Context: an optimization exercise on an open-source flow, tuned for a short achievable clock period and few clock cycles. The choices shown serve that exercise and are no tape-out recipe. Where RTL was checked, it was by simulation tests only, not by an equivalence proof against the original. Power is estimated from default activity; no workload was simulated.

==> trial 47 <==
// moldudp64_rx_top
module moldudp64_rx_top
(
	input  wire        clk,
	input  wire        nreset,
	input  wire        s_tvalid,
	input  wire        s_tlast,
	input  wire [7:0]  s_tkeep,
	input  wire [63:0] s_tdata,
	output logic       s_tready,
	output logic       msg_valid,
	output logic       msg_start,
	output logic       msg_last,
	output logic [7:0] msg_mask,
	output logic [63:0] msg_data,
	output logic [79:0] msg_sid,
	output logic [63:0] msg_seq
);
mold_pkg::axis_beat_t beat;
mold_pkg::mold_word_t word;
mold_pkg::mold_id_t   id;
assign beat.valid = s_tvalid;
assign beat.last  = s_tlast;
assign beat.keep  = s_tkeep;
assign beat.data  = s_tdata;
moldudp64_rx u_rx (
	.clk              (clk),
	.nreset           (nreset),
	.udp_axis_i       (beat),
	.udp_axis_tready_o(s_tready),
	.mold_msg_o       (word),
	.mold_id_o        (id)
);
assign msg_valid = word.valid;
assign msg_start = word.start;
assign msg_last  = word.last;
assign msg_mask  = word.mask;
assign msg_data  = word.data;
assign msg_sid   = id.sid;
assign msg_seq   = id.seq;
endmodule
Settings: LEC_CHECK=0, CAP_MARGIN=20, CORE_MARGIN=2, CORE_UTILIZATION=50, SETUP_SLACK_MARGIN=3.7, SLEW_MARGIN=20; clock period 6.5 ns.
run.sh (not shown) runs the stock make flow with config.mk's settings and CLKGATE_MAP_FILE= SYNTH_SCRIPT=/design/flow/synth_recipe.tcl, a recipe that flattens the netlist after the stock synthesis.
==> inputs of build 83, as changes to trial 47 <==
--- a/flow/design.v
+++ b/flow/design.v
@@ -89,31 +89,30 @@
 end
 logic [79:0] pq_sid [NP];
 logic [63:0] pq_seq [NP];
 logic [15:0] pq_cnt [NP];
 logic        pq_one [NP];
 logic        pq_two [NP];
 logic [NP-1:0] pt_q, pt_s, pt_n;
 logic [NP-1:0] prd_q, pwr_q;    
-logic [NP-1:0] pwe_q;           
 logic        pop_p;
 logic [79:0] ph_sid;
 logic [63:0] ph_seq;
 logic [15:0] ph_cnt;
 logic        ph_one;
 logic        ph_two;
 always_comb begin
 	pt_s = pop_p ? (pt_q >> 1) : pt_q;
 	for (int i = 0; i < NP; i++)
 		pt_n[i] = pt_s[i] | (push_p & ((i == 0) ? 1'b1 : pt_s[i-1]));
 end
 always_ff @(posedge clk) begin
 	for (int i = 0; i < NP; i++) begin
-		if (pwe_q[i]) begin
+		if (pwr_q[i] && !pt_q[NP-1]) begin
 			pq_sid[i] <= {sid_hi_q, sid_lo_q};
 			pq_seq[i] <= {seq_hi_q, in_byte(in_d_q, 0), in_byte(in_d_q, 1)};
 			pq_cnt[i] <= hdr_cnt;
 			pq_one[i] <= (hdr_cnt == 16'd1);
 			pq_two[i] <= (hdr_cnt == 16'd2);
 		end
 	end
 end
@@ -140,80 +139,59 @@
 logic [4:0]    lvl_q;            
 always_comb begin
 	bt_s = bt_q >> pop_b;
 	for (int i = 0; i < NB; i++)
 		bt_n[i] = bt_s[i] | (push_b & ((i == 0) ? 1'b1 : bt_s[i-1]));
 end
 always_ff @(posedge clk) begin
 	for (int i = 0; i < NB; i++)
-		if (wr_q[i])
+		if (wr_q[i] && !bt_q[NB-1])
 			ring[i] <= in_d_q;
 end
 always_comb begin
 	for (int m = 0; m < 5; m++) begin
 		if (m < 3) begin
 			cand[m] = win_q[m % 3];
 		end else begin
 			cand[m] = '0;
 			for (int i = 0; i < NB; i++)
 				cand[m] = cand[m] | ({64{rd_q[i]}} & ring[(i + m) % NB]);
 		end
 		if (lvl_q[m])
 			cand[m] = in_d_q;
 	end
 end
-logic [23:0] wz_q, wle8_q;
-logic [7:0]  wlt_q [24];
-logic [39:0] cz, cle8;
-logic [7:0]  clt [40];
-always_comb begin
-	for (int m = 0; m < 5; m++) begin
-		for (int b = 0; b < 8; b++) begin
-			cz[8*m + b]   = (cand[m][8*b +: 8] == 8'd0);
-			cle8[8*m + b] = (cand[m][8*b +: 8] <= 8'd8);
-			for (int i = 0; i < 8; i++)
-				clt[8*m + b][i] = (cand[m][8*b +: 3] == 3'd0) || (cand[m][8*b +: 3] > 3'(i));
-		end
-	end
-end
 always_ff @(posedge clk) begin
 	for (int i = 0; i < 3; i++)
 		win_q[i] <= pop_b[1] ? cand[i + 2] : pop_b[0] ? cand[i + 1] : cand[i];
-	for (int j = 0; j < 24; j++) begin
-		wz_q[j]   <= pop_b[1] ? cz[j + 16]   : pop_b[0] ? cz[j + 8]   : cz[j];
-		wle8_q[j] <= pop_b[1] ? cle8[j + 16] : pop_b[0] ? cle8[j + 8] : cle8[j];
-		wlt_q[j]  <= pop_b[1] ? clt[j + 16]  : pop_b[0] ? clt[j + 8]  : clt[j];
-	end
 end
 always_ff @(posedge clk) begin
 	if (!nreset) begin
 		bt_q     <= '0;
 		pt_q     <= '0;
 		rd_q     <= NB'(1);
 		wr_q     <= NB'(1);
 		prd_q    <= NP'(1);
 		pwr_q    <= NP'(1);
-		pwe_q    <= NP'(1);
 		tready_q <= 1'b1;
 		lvl_q    <= 5'b00001;
 	end else begin
 		bt_q     <= bt_n;
 		pt_q     <= pt_n;
 		if (pop_b[1])
 			rd_q <= {rd_q[NB-3:0], rd_q[NB-1:NB-2]};
 		else if (pop_b[0])
 			rd_q <= {rd_q[NB-2:0], rd_q[NB-1]};
 		if (push_b)
 			wr_q <= {wr_q[NB-2:0], wr_q[NB-1]};
 		if (pop_p)
 			prd_q <= {prd_q[NP-2:0], prd_q[NP-1]};
 		if (push_p)
 			pwr_q <= {pwr_q[NP-2:0], pwr_q[NP-1]};
-		pwe_q <= (push_p ? {pwr_q[NP-2:0], pwr_q[NP-1]} : pwr_q) & {NP{~pt_n[NP-1]}};
 		tready_q <= ~bt_n[NB-2] & ~pt_n[NP-1];
 		for (int m = 0; m < 5; m++)
 			lvl_q[m] <= (m == 0) ? ~bt_n[0] : (bt_n[m-1] & ~bt_n[m]);
 	end
 end
 logic [191:0] win;
 logic [2:0]   v;
 logic [7:0]   wbyte [24];
@@ -263,39 +241,16 @@
 function automatic plan_t plan_len(input int o);
 	plan_len = mk_plan(1'b0, oh3(o == 7 ? 1 : 0), 1'b0, 1'b0, 3'b000, 1'b0,
 		pop_oh(o >= 6 ? 1 : 0), pop_oh(o >= 6 ? 1 : 0));
 endfunction
 function automatic plan_t plan_zero(input int o, input logic one);
 	plan_zero = mk_plan(1'b1, 3'b000, 1'b0, 1'b0, 3'b000, 1'b0,
 		pop_oh((one && o != 0) ? 1 : 0), pop_oh((one && o != 0) ? 1 : 0));
 endfunction
-function automatic logic e_ge(input int o, input logic [7:0] t, input int k);
-	if (k - o <= 1)
-		e_ge = 1'b1;
-	else if (k - o - 1 >= 8)
-		e_ge = 1'b0;
-	else
-		e_ge = t[k - o - 1];
-endfunction
-function automatic plan_t plan_last(input int o, input logic [7:0] t, input logic one);
-	logic ge6, ge7, ge8, ge9, ge14, ge15;
-	ge6  = e_ge(o, t, 6);
-	ge7  = e_ge(o, t, 7);
-	ge8  = e_ge(o, t, 8);
-	ge9  = e_ge(o, t, 9);
-	ge14 = e_ge(o, t, 14);
-	ge15 = e_ge(o, t, 15);
-	if (one)
-		plan_last = mk_plan(1'b0, {1'b0, ge9, ~ge9}, 1'b0, 1'b1, {ge9, ~ge9, 1'b0}, 1'b1,
-			{ge9, ~ge9}, {ge9, ~ge9});
-	else
-		plan_last = mk_plan(1'b0, {1'b0, ge9, ~ge9}, 1'b0, 1'b1, {ge15, ge7 & ~ge15, ~ge7}, 1'b0,
-			{ge14, ge6 & ~ge14}, {1'b0, ge8});
-endfunction
 function automatic plan_t plan_pkt();
 	plan_pkt = mk_plan(1'b0, 3'b001, 1'b1, 1'b0, 3'b000, 1'b0, 2'b00, 2'b00);
 endfunction
 logic       pl_go, pl_needp, pl_alt, pl_fastp;
 logic [2:0] pl_need, pl_fast;
 logic [1:0] pl_pa, pl_pb;
 assign plan_q = m_zero_q ? pz_q : last_q ? pl_q : pn_q;
 assign {pl_go, pl_need, pl_needp, pl_alt, pl_fast, pl_fastp, pl_pa, pl_pb} = plan_q;
@@ -304,48 +259,41 @@
 logic        r_le8  [NPOS];
 logic [15:0] r_e    [NPOS];
 logic [7:0]  r_mask [NPOS];
 plan_t       r_pn   [NPOS];   
 plan_t       r_pl0  [NPOS];   
 plan_t       r_pl1  [NPOS];   
 plan_t       r_pz0  [NPOS];   
 plan_t       r_pz1  [NPOS];   
+function automatic int last_cnt(input logic [2:0] l);
+	last_cnt = (l == 3'd0) ? 8 : int'(l);
+endfunction
 always_comb begin
 	for (int p = 0; p < NPOS; p++) begin
 		r_l[p]   = {wbyte[p], wbyte[p + 1]};
-		r_z[p]   = wz_q[p] & wz_q[p + 1];
-		r_le8[p] = wz_q[p] & wle8_q[p + 1];
-		r_e[p]   = '0;
-		for (int c = 1; c <= 8; c++)
-			r_e[p][((p + 2) % 8) + c] = wlt_q[p + 1][c - 1] & ((c == 8) ? 1'b1 : ~wlt_q[p + 1][c % 8]);
-		r_mask[p] = wlt_q[p + 1];
-		r_pl0[p]  = plan_last((p + 2) % 8, wlt_q[p + 1], 1'b0);
-		r_pl1[p]  = plan_last((p + 2) % 8, wlt_q[p + 1], 1'b1);
+		r_z[p]   = (r_l[p] == 16'd0);
+		r_le8[p] = (r_l[p] <= 16'd8);
+		r_e[p]   = 16'd1 << (((p + 2) % 8) + last_cnt(r_l[p][2:0]));
+		for (int i = 0; i < 8; i++) r_mask[p][i] = (i < last_cnt(r_l[p][2:0]));
 		r_pn[p]  = plan_body((p + 2) % 8, 0, 1'b0, 1'b0);
+		r_pl0[p] = plan_body((p + 2) % 8, ((p + 2) % 8) + last_cnt(r_l[p][2:0]), 1'b1, 1'b0);
+		r_pl1[p] = plan_body((p + 2) % 8, ((p + 2) % 8) + last_cnt(r_l[p][2:0]), 1'b1, 1'b1);
 		r_pz0[p] = plan_zero((p + 2) % 8, 1'b0);
 		r_pz1[p] = plan_zero((p + 2) % 8, 1'b1);
 	end
 end
 logic        proceed, fast, emit, step, ldpkt, ld_o, ld_e, ld_k;
 logic        slow;
 logic [1:0]  pop_1h;
 assign proceed = pl_go | (|(pl_need & v) & (~pl_needp | pt_q[0]));
 assign fast    = |(pl_fast & v) & (~pl_fastp | pt_q[0]);
 assign slow    = pl_alt & ~fast;
-logic       go_n, go_l, fast_l;
-logic [1:0] pop_n, pop_l, pop_z;
-assign go_n   = |(pn_q[12:10] & v) & (~pn_q[9] | pt_q[0]);
-assign go_l   = |(pl_q[12:10] & v);
-assign fast_l = |(pl_q[7:5] & v) & (~pl_q[4] | pt_q[0]);
-assign pop_n  = go_n ? pn_q[3:2] : 2'b00;
-assign pop_l  = go_l ? (fast_l ? pl_q[3:2] : pl_q[1:0]) : 2'b00;
-assign pop_z  = pz_q[3:2];
-assign pop_1h = m_zero_q ? pop_z : last_q ? pop_l : pop_n;
-assign pop_b  = {pop_1h[1], pop_1h[0]};
+assign pop_1h  = proceed ? (slow ? pl_pb : pl_pa) : 2'b00;
+assign pop_b   = {pop_1h[1], pop_1h[0]};
 assign pop_p   = ldpkt;
 assign emit  = m_body_q & proceed;
 assign step  = m_zero_q | (emit & last_q);
 assign ld_o  = m_len_q & proceed;
 assign ld_e  = emit & last_q & ~one_q & fast;
 assign ld_k  = (m_pkt_q & proceed) | (emit & last_q & one_q & fast);
 assign ldpkt = ld_k;
 logic [NPOS-1:0] tsel [3];
==> flow/config.mk (replaced) <==
export PLATFORM = sky130hd
export DESIGN_NAME = moldudp64_rx_top
export DESIGN_NICKNAME = moldudp64_rx_top
export VERILOG_FILES = /design/flow/design.v
export SDC_FILE = /design/flow/constraint.sdc
export NUM_CORES = 4
export LEC_CHECK = 0
export CAP_MARGIN = 20
export CORE_MARGIN = 2
export CORE_UTILIZATION = 50
export SETUP_SLACK_MARGIN = 3.6
export SLEW_MARGIN = 20
==> flow_summary.rst <==
.. list-table::
   :header-rows: 1

   * - Metric
     - Value
   * - Area delta synth->final
     - 16.12%
   * - Run status
     - timing/DRC/antenna clean
   * - Wire length on met1
     - 125,900 um
   * - Worst-Margin Slew
     - 1270 ps
   * - Nets@finish
     - 7,465
(the above is from trial 47)
==> flow_summary.rst <==
.. list-table::
   :header-rows: 1

   * - Metric
     - Value
   * - Run status
     - timing/DRC/antenna clean
   * - Nets@finish
     - 7,085
   * - Wire length on met1
     - 120,700 um
   * - Worst-Margin Slew
     - 1272 ps
   * - Leading cell type by number of instances after synthesis
     - sky130_fd_sc_hd__edfxtp_1
   * - Critical Path RT
     - 7070 ps
   * - Setup TNS
     - 0 ps
(the above is from build 83)
Testbench counts of trial 47, summed over its fixed seeds: cycles 14,978.
Testbench counts of build 83, summed over its fixed seeds: cycles 14,978.

==> inputs of run G <==
==> flow/design.v <==
`default_nettype none
package mold_pkg;
	typedef struct packed {
		logic                    valid;
		logic                    last;
		logic [8-1:0] keep;
		logic [64-1:0] data;
	} axis_beat_t;
	typedef struct packed {
		logic [80-1:0] sid;
		logic [64-1:0] seq;
		logic [16-1:0]  msg_cnt;
	} mold_header_t;
	typedef struct packed {
		logic [4-1:0]  cnt;
		logic [64-1:0] data;
	} byte_push_t;
	typedef struct packed {
		logic                    valid;
		logic                    start;
		logic                    last;
		logic [8-1:0] mask;
		logic [64-1:0] data;
	} mold_word_t;
	typedef struct packed {
		logic [80-1:0] sid;
		logic [64-1:0] seq;
	} mold_id_t;
endpackage
`default_nettype wire
`timescale 1ns/1ps
`default_nettype none
module moldudp64_rx
(
	input  wire        clk,
	input  wire        nreset,
	input  mold_pkg::axis_beat_t udp_axis_i,
	output logic       udp_axis_tready_o,
	output mold_pkg::mold_word_t mold_msg_o,
	output mold_pkg::mold_id_t   mold_id_o
);
localparam int NB = 8;    
localparam int NP = 4;     
localparam int BCW = 4;   
localparam int PCW = 3;   
localparam logic [1:0] M_PKT  = 2'd0;
localparam logic [1:0] M_LEN  = 2'd1;
localparam logic [1:0] M_BODY = 2'd2;
localparam logic [1:0] M_ZERO = 2'd3;
logic        tready_q;
logic        in_v_q;
logic        in_last_q;
logic [63:0] in_d_q;
always_ff @(posedge clk) begin
	if (!nreset)
		in_v_q <= 1'b0;
	else
		in_v_q <= udp_axis_i.valid & tready_q;
	in_d_q    <= udp_axis_i.data;
	in_last_q <= udp_axis_i.last;
end
assign udp_axis_tready_o = tready_q;
logic [1:0]  bidx_q;
logic [63:0] sid_hi_q;
logic [15:0] sid_lo_q;
logic [47:0] seq_hi_q;
logic [15:0] hdr_cnt;
logic        hdr_hb;
logic        push_b;
logic        push_p;
function automatic logic [7:0] in_byte(input logic [63:0] d, input int i);
	in_byte = d[8*i +: 8];
endfunction
assign hdr_cnt = {in_byte(in_d_q, 2), in_byte(in_d_q, 3)};
assign hdr_hb  = (hdr_cnt == 16'h0000) | (hdr_cnt == 16'hffff);
assign push_p  = in_v_q & (bidx_q == 2'd2) & ~hdr_hb;
assign push_b  = in_v_q & ((bidx_q == 2'd3) | ((bidx_q == 2'd2) & ~hdr_hb));
always_ff @(posedge clk) begin
	if (!nreset) begin
		bidx_q <= 2'd0;
	end else if (in_v_q) begin
		if (in_last_q)
			bidx_q <= 2'd0;
		else if (bidx_q != 2'd3)
			bidx_q <= bidx_q + 2'd1;
	end
end
always_ff @(posedge clk) begin
	if (in_v_q && bidx_q == 2'd0)
		for (int i = 0; i < 8; i++) sid_hi_q[8*(7-i) +: 8] <= in_byte(in_d_q, i);
	if (in_v_q && bidx_q == 2'd1) begin
		sid_lo_q <= {in_byte(in_d_q, 0), in_byte(in_d_q, 1)};
		for (int i = 0; i < 6; i++) seq_hi_q[8*(5-i) +: 8] <= in_byte(in_d_q, 2 + i);
	end
end
logic [79:0] pq_sid [NP];
logic [63:0] pq_seq [NP];
logic [15:0] pq_cnt [NP];
logic        pq_one [NP];
logic [PCW-1:0] pc_q, pc_next, pc_wr;
logic        pop_p;
assign pc_wr   = pc_q - {{(PCW-1){1'b0}}, pop_p};
assign pc_next = pc_wr + {{(PCW-1){1'b0}}, push_p};
always_ff @(posedge clk) begin
	for (int i = 0; i < NP; i++) begin
		if (push_p && pc_wr == i[PCW-1:0]) begin
			pq_sid[i] <= {sid_hi_q, sid_lo_q};
			pq_seq[i] <= {seq_hi_q, in_byte(in_d_q, 0), in_byte(in_d_q, 1)};
			pq_cnt[i] <= hdr_cnt;
			pq_one[i] <= (hdr_cnt == 16'd1);
		end else if (pop_p && i + 1 < NP) begin
			pq_sid[i] <= pq_sid[i + 1];
			pq_seq[i] <= pq_seq[i + 1];
			pq_cnt[i] <= pq_cnt[i + 1];
			pq_one[i] <= pq_one[i + 1];
		end
	end
end
logic [63:0] bq [NB];
logic [BCW-1:0] bc_q, bc_next, bc_wr;
logic [1:0]  pop_b;
assign bc_wr   = bc_q - {{(BCW-2){1'b0}}, pop_b};
assign bc_next = bc_wr + {{(BCW-1){1'b0}}, push_b};
always_ff @(posedge clk) begin
	for (int i = 0; i < NB; i++) begin
		if (push_b && bc_wr == i[BCW-1:0])
			bq[i] <= in_d_q;
		else if (pop_b == 2'd1 && i + 1 < NB)
			bq[i] <= bq[i + 1];
		else if (pop_b == 2'd2 && i + 2 < NB)
			bq[i] <= bq[i + 2];
	end
end
always_ff @(posedge clk) begin
	if (!nreset) begin
		bc_q     <= '0;
		pc_q     <= '0;
		tready_q <= 1'b1;
	end else begin
		bc_q     <= bc_next;
		pc_q     <= pc_next;
		tready_q <= (bc_next <= BCW'(NB - 2)) && (pc_next <= PCW'(NP - 2));
	end
end
logic [191:0] win;
logic [2:0]   v;
logic [7:0]   wbyte [24];
assign win = {bq[2], bq[1], bq[0]};
assign v   = {bc_q >= BCW'(3), bc_q >= BCW'(2), bc_q >= BCW'(1)};
always_comb for (int i = 0; i < 24; i++) wbyte[i] = win[8*i +: 8];
logic [1:0]  mode_q, mode_n;
logic [2:0]  o_q, o_n;
logic [3:0]  e_q, e_n;
logic [15:0] rem_q, rem_n;
logic        last_q, last_n;
logic        first_q, first_n;
logic [7:0]  lmask_q, lmask_n;
logic [15:0] cnt_q, cnt_n;
logic        one_q, one_n;
logic [63:0] seq_q, seq_n;
logic [79:0] sid_q, sid_n;
logic        emit, step, ld, ldpkt;
logic [4:0]  lpos;
logic [15:0] lval;
logic [2:0]  lcnt;
logic [2:0]  kpk;
assign pop_p = ldpkt;
always_comb begin
	kpk = 3'(((e_q - 4'd1) >> 3) + 4'd1);
	emit  = 1'b0;
	step  = 1'b0;
	ld    = 1'b0;
	ldpkt = 1'b0;
	pop_b = 2'd0;
	lpos  = 5'd0;
	mode_n  = mode_q;
	o_n     = o_q;
	e_n     = e_q;
	rem_n   = rem_q;
	last_n  = last_q;
	first_n = first_q;
	lmask_n = lmask_q;
	cnt_n   = cnt_q;
	one_n   = one_q;
	seq_n   = seq_q;
	sid_n   = sid_q;
	case (mode_q)
		M_PKT: if (v[0] && pc_q != '0) begin
			ldpkt = 1'b1;
			ld    = 1'b1;
			lpos  = 5'd4;
		end
		M_LEN: if (o_q == 3'd7 ? v[1] : v[0]) begin
			ld    = 1'b1;
			lpos  = {2'b00, o_q};
			pop_b = (o_q >= 3'd6) ? 2'd1 : 2'd0;
		end
		M_ZERO: begin
			step = 1'b1;
			if (one_q) begin
				pop_b  = (o_q != 3'd0) ? 2'd1 : 2'd0;
				mode_n = M_PKT;
			end else begin
				mode_n = M_LEN;
			end
		end
		default: if (last_q ? (e_q > 4'd8 ? v[1] : v[0]) : (o_q != 3'd0 ? v[1] : v[0])) begin
			emit    = 1'b1;
			first_n = 1'b0;
			if (!last_q) begin
				pop_b  = 2'd1;
				rem_n  = rem_q - 16'd8;
				last_n = (rem_q <= 16'd16);
			end else begin
				step = 1'b1;
				if (one_q) begin
					pop_b = kpk[1:0];
					if (v[kpk] && pc_q != '0) begin
						ldpkt = 1'b1;
						ld    = 1'b1;
						lpos  = 5'd4 + {kpk[1:0], 3'b000};
					end else begin
						mode_n = M_PKT;
					end
				end else if (v[(5'(e_q) + 5'd1) >> 3]) begin
					ld    = 1'b1;
					lpos  = {1'b0, e_q};
					pop_b = 2'((5'(e_q) + 5'd2) >> 3);
				end else begin
					pop_b  = 2'(e_q >> 3);
					o_n    = e_q[2:0];
					mode_n = M_LEN;
				end
			end
		end
	endcase
	lval = {wbyte[lpos], wbyte[lpos + 5'd1]};
	lcnt = lval[2:0];
	if (step) begin
		seq_n = seq_q + 64'd1;
		cnt_n = cnt_q - 16'd1;
		one_n = (cnt_q == 16'd2);
	end
	if (ldpkt) begin
		sid_n = pq_sid[0];
		seq_n = pq_seq[0];
		cnt_n = pq_cnt[0];
		one_n = pq_one[0];
	end
	if (ld) begin
		o_n     = lpos[2:0] + 3'd2;
		e_n     = {1'b0, o_n} + ((lcnt == 3'd0) ? 4'd8 : {1'b0, lcnt});
		rem_n   = lval;
		last_n  = (lval <= 16'd8);
		first_n = 1'b1;
		for (int i = 0; i < 8; i++)
			lmask_n[i] = (lcnt == 3'd0) || (3'(i) < lcnt);
		mode_n  = (lval == 16'd0) ? M_ZERO : M_BODY;
	end
end
always_ff @(posedge clk) begin
	if (!nreset)
		mode_q <= M_PKT;
	else
		mode_q <= mode_n;
	o_q     <= o_n;
	e_q     <= e_n;
	rem_q   <= rem_n;
	last_q  <= last_n;
	first_q <= first_n;
	lmask_q <= lmask_n;
	cnt_q   <= cnt_n;
	one_q   <= one_n;
	seq_q   <= seq_n;
	sid_q   <= sid_n;
end
logic [63:0] word;
always_comb for (int j = 0; j < 8; j++) word[8*j +: 8] = wbyte[{2'b00, o_q} + 5'(j)];
always_ff @(posedge clk) begin
	if (!nreset)
		mold_msg_o.valid <= 1'b0;
	else
		mold_msg_o.valid <= emit;
	mold_msg_o.start <= first_q;
	mold_msg_o.last  <= last_q;
	mold_msg_o.mask  <= last_q ? lmask_q : 8'hff;
	mold_msg_o.data  <= word;
	mold_id_o.sid    <= sid_q;
	mold_id_o.seq    <= seq_q;
end
endmodule
`default_nettype wire
`timescale 1ns/1ps
`default_nettype none
module moldudp64_rx_top
(
	input  wire        clk,
	input  wire        nreset,
	input  wire        s_tvalid,
	input  wire        s_tlast,
	input  wire [7:0]  s_tkeep,
	input  wire [63:0] s_tdata,
	output logic       s_tready,
	output logic       msg_valid,
	output logic       msg_start,
	output logic       msg_last,
	output logic [7:0] msg_mask,
	output logic [63:0] msg_data,
	output logic [79:0] msg_sid,
	output logic [63:0] msg_seq
);
mold_pkg::axis_beat_t beat;
mold_pkg::mold_word_t word;
mold_pkg::mold_id_t   id;
assign beat.valid = s_tvalid;
assign beat.last  = s_tlast;
assign beat.keep  = s_tkeep;
assign beat.data  = s_tdata;
moldudp64_rx u_rx (
	.clk              (clk),
	.nreset           (nreset),
	.udp_axis_i       (beat),
	.udp_axis_tready_o(s_tready),
	.mold_msg_o       (word),
	.mold_id_o        (id)
);
assign msg_valid = word.valid;
assign msg_start = word.start;
assign msg_last  = word.last;
assign msg_mask  = word.mask;
assign msg_data  = word.data;
assign msg_sid   = id.sid;
assign msg_seq   = id.seq;
endmodule
`default_nettype wire
==> flow/run.sh <==
#!/bin/bash
# synth_recipe.tcl (not shown) runs the flow's synth.tcl, then flattens the netlist and writes it again
# the make line also repeats each setting of config.mk as NAME=value (left out here)
make -C /OpenROAD-flow-scripts/flow DESIGN_CONFIG=/design/flow/config.mk WORK_HOME=/design/flow/orfs CLKGATE_MAP_FILE= SYNTH_SCRIPT=/design/flow/synth_recipe.tcl finish
==> flow/config.mk <==
export PLATFORM = sky130hd
export DESIGN_NAME = moldudp64_rx_top
export DESIGN_NICKNAME = moldudp64_rx_top
export VERILOG_FILES = /design/flow/design.v
export SDC_FILE = /design/flow/constraint.sdc
export NUM_CORES = 4
export LEC_CHECK = 0
export CAP_MARGIN = 20
export CORE_MARGIN = 2
export CORE_UTILIZATION = 40
export SLEW_MARGIN = 20
==> flow/constraint.sdc <==
create_clock -name core_clock -period 6.5 [get_ports {clk}]
set_input_delay 1.3000 -clock core_clock [delete_from_list [all_inputs] [get_ports {clk}]]
set_output_delay 1.3000 -clock core_clock [all_outputs]
set_load 0.01 [all_outputs]
==> inputs of run X, as changes to run G <==
--- a/flow/design.v
+++ b/flow/design.v
@@ -42,6 +42,6 @@
 localparam int NB = 8;    
 localparam int NP = 4;     
-localparam int BCW = 4;   
-localparam int PCW = 3;   
+localparam int BCW = $clog2(NB + 1);
+localparam int PCW = $clog2(NP + 1);
 localparam logic [1:0] M_PKT  = 2'd0;
 localparam logic [1:0] M_LEN  = 2'd1;
==> results.txt <==
Hold slack is the same in run X and run G.
Setup slack is the same in run G and run X.
Global-route usage is the same in run G and run X.
In die area, run G and run X do not differ.
Sequential power is about the same in run X and run G.
In via count, run X and run G do not differ.
Maximum frequency is the same in run X and run G.
==> figures <==
Status: run X timing/DRC/antenna clean; run G timing/DRC/antenna clean
Highest metal layer used by the detailed router: run X met4; run G met4
Number of buffers added to fix hold violations after cts: run X 0; run G 0
Share of layout cells above drive strength 1: run X 0.187; run G 0.187
Worst-path cell with the longest stage delay: run X sky130_fd_sc_hd__edfxtp_1; run G sky130_fd_sc_hd__edfxtp_1
Flip-flop count of the largest register, all copies and words added: run X 512; run G 512
Share of Yosys cell area claimed by the top area cell type: run X 0.567; run G 0.567
Final standard cell area without fillers: run X 91100 um2; run G 91100 um2
Global-route wire length before repair: run X 362000 um; run G 362000 um
Switching share of power: run X 0.210; run G 0.210
Number of buffers created by CTS: run X 183; run G 183
Post-DP Area: run X 85100 um2; run G 85100 um2
Source of the worst register-to-register timing path: run X u_rx.o_q[1]; run G u_rx.o_q[1]
Worst R2R Path Depth: run X 21; run G 21
Number of I/O pins: run X 296; run G 296
Testbench counts of run G, summed over its fixed seeds: cycles 14,978.
The RTL of run X was laid out without a check of its function.

## what the ideal ports hide
The results above use ideal ports. As a check the final layouts listed here were re-extracted and re-timed, cells and wires unchanged.
Step 1, drivers: a clkbuf_16 drives clk and a buf_2 each remaining input, both assumed.
Step 2 moves the port delays by t, midway between the first and last clock arrival at a register: inputs arrive t later, outputs are due t later. That takes back most of the time a late clock gives input paths.
Three values: no drivers, after step 1, after step 2; two values: the first two.
| run | t, ns | setup slack, ns | worst hold slack (ns) | latest minus earliest clock arrival (ns) | worst register clock-pin slew, ns |
|---|---|---|---|---|---|
| trial 47 | 0.936 | 3.594 / 3.594 / 3.343 | 0.334 / 0.334 / 0.334 | 0.051 / 0.051 | 0.07 / 0.07 |
| build 83 | 0.939 | 3.386 / 3.386 / 3.386 | 0.328 / 0.328 / 0.328 | 0.089 / 0.088 | 0.07 / 0.07 |
| run G | 0.914 | 0.392 / 0.392 / 0.392 | 0.329 / 0.329 / 0.329 | 0.060 / 0.060 | 0.08 / 0.08 |
| run X | 0.914 | 0.392 / 0.392 / 0.392 | 0.329 / 0.329 / 0.329 | 0.060 / 0.060 | 0.08 / 0.08 |
After both steps every run listed still meets setup and hold. For trial 47, which loses most, drivers alone change the setup slack by 0.000 ns; drivers and shift together by -0.251 ns.
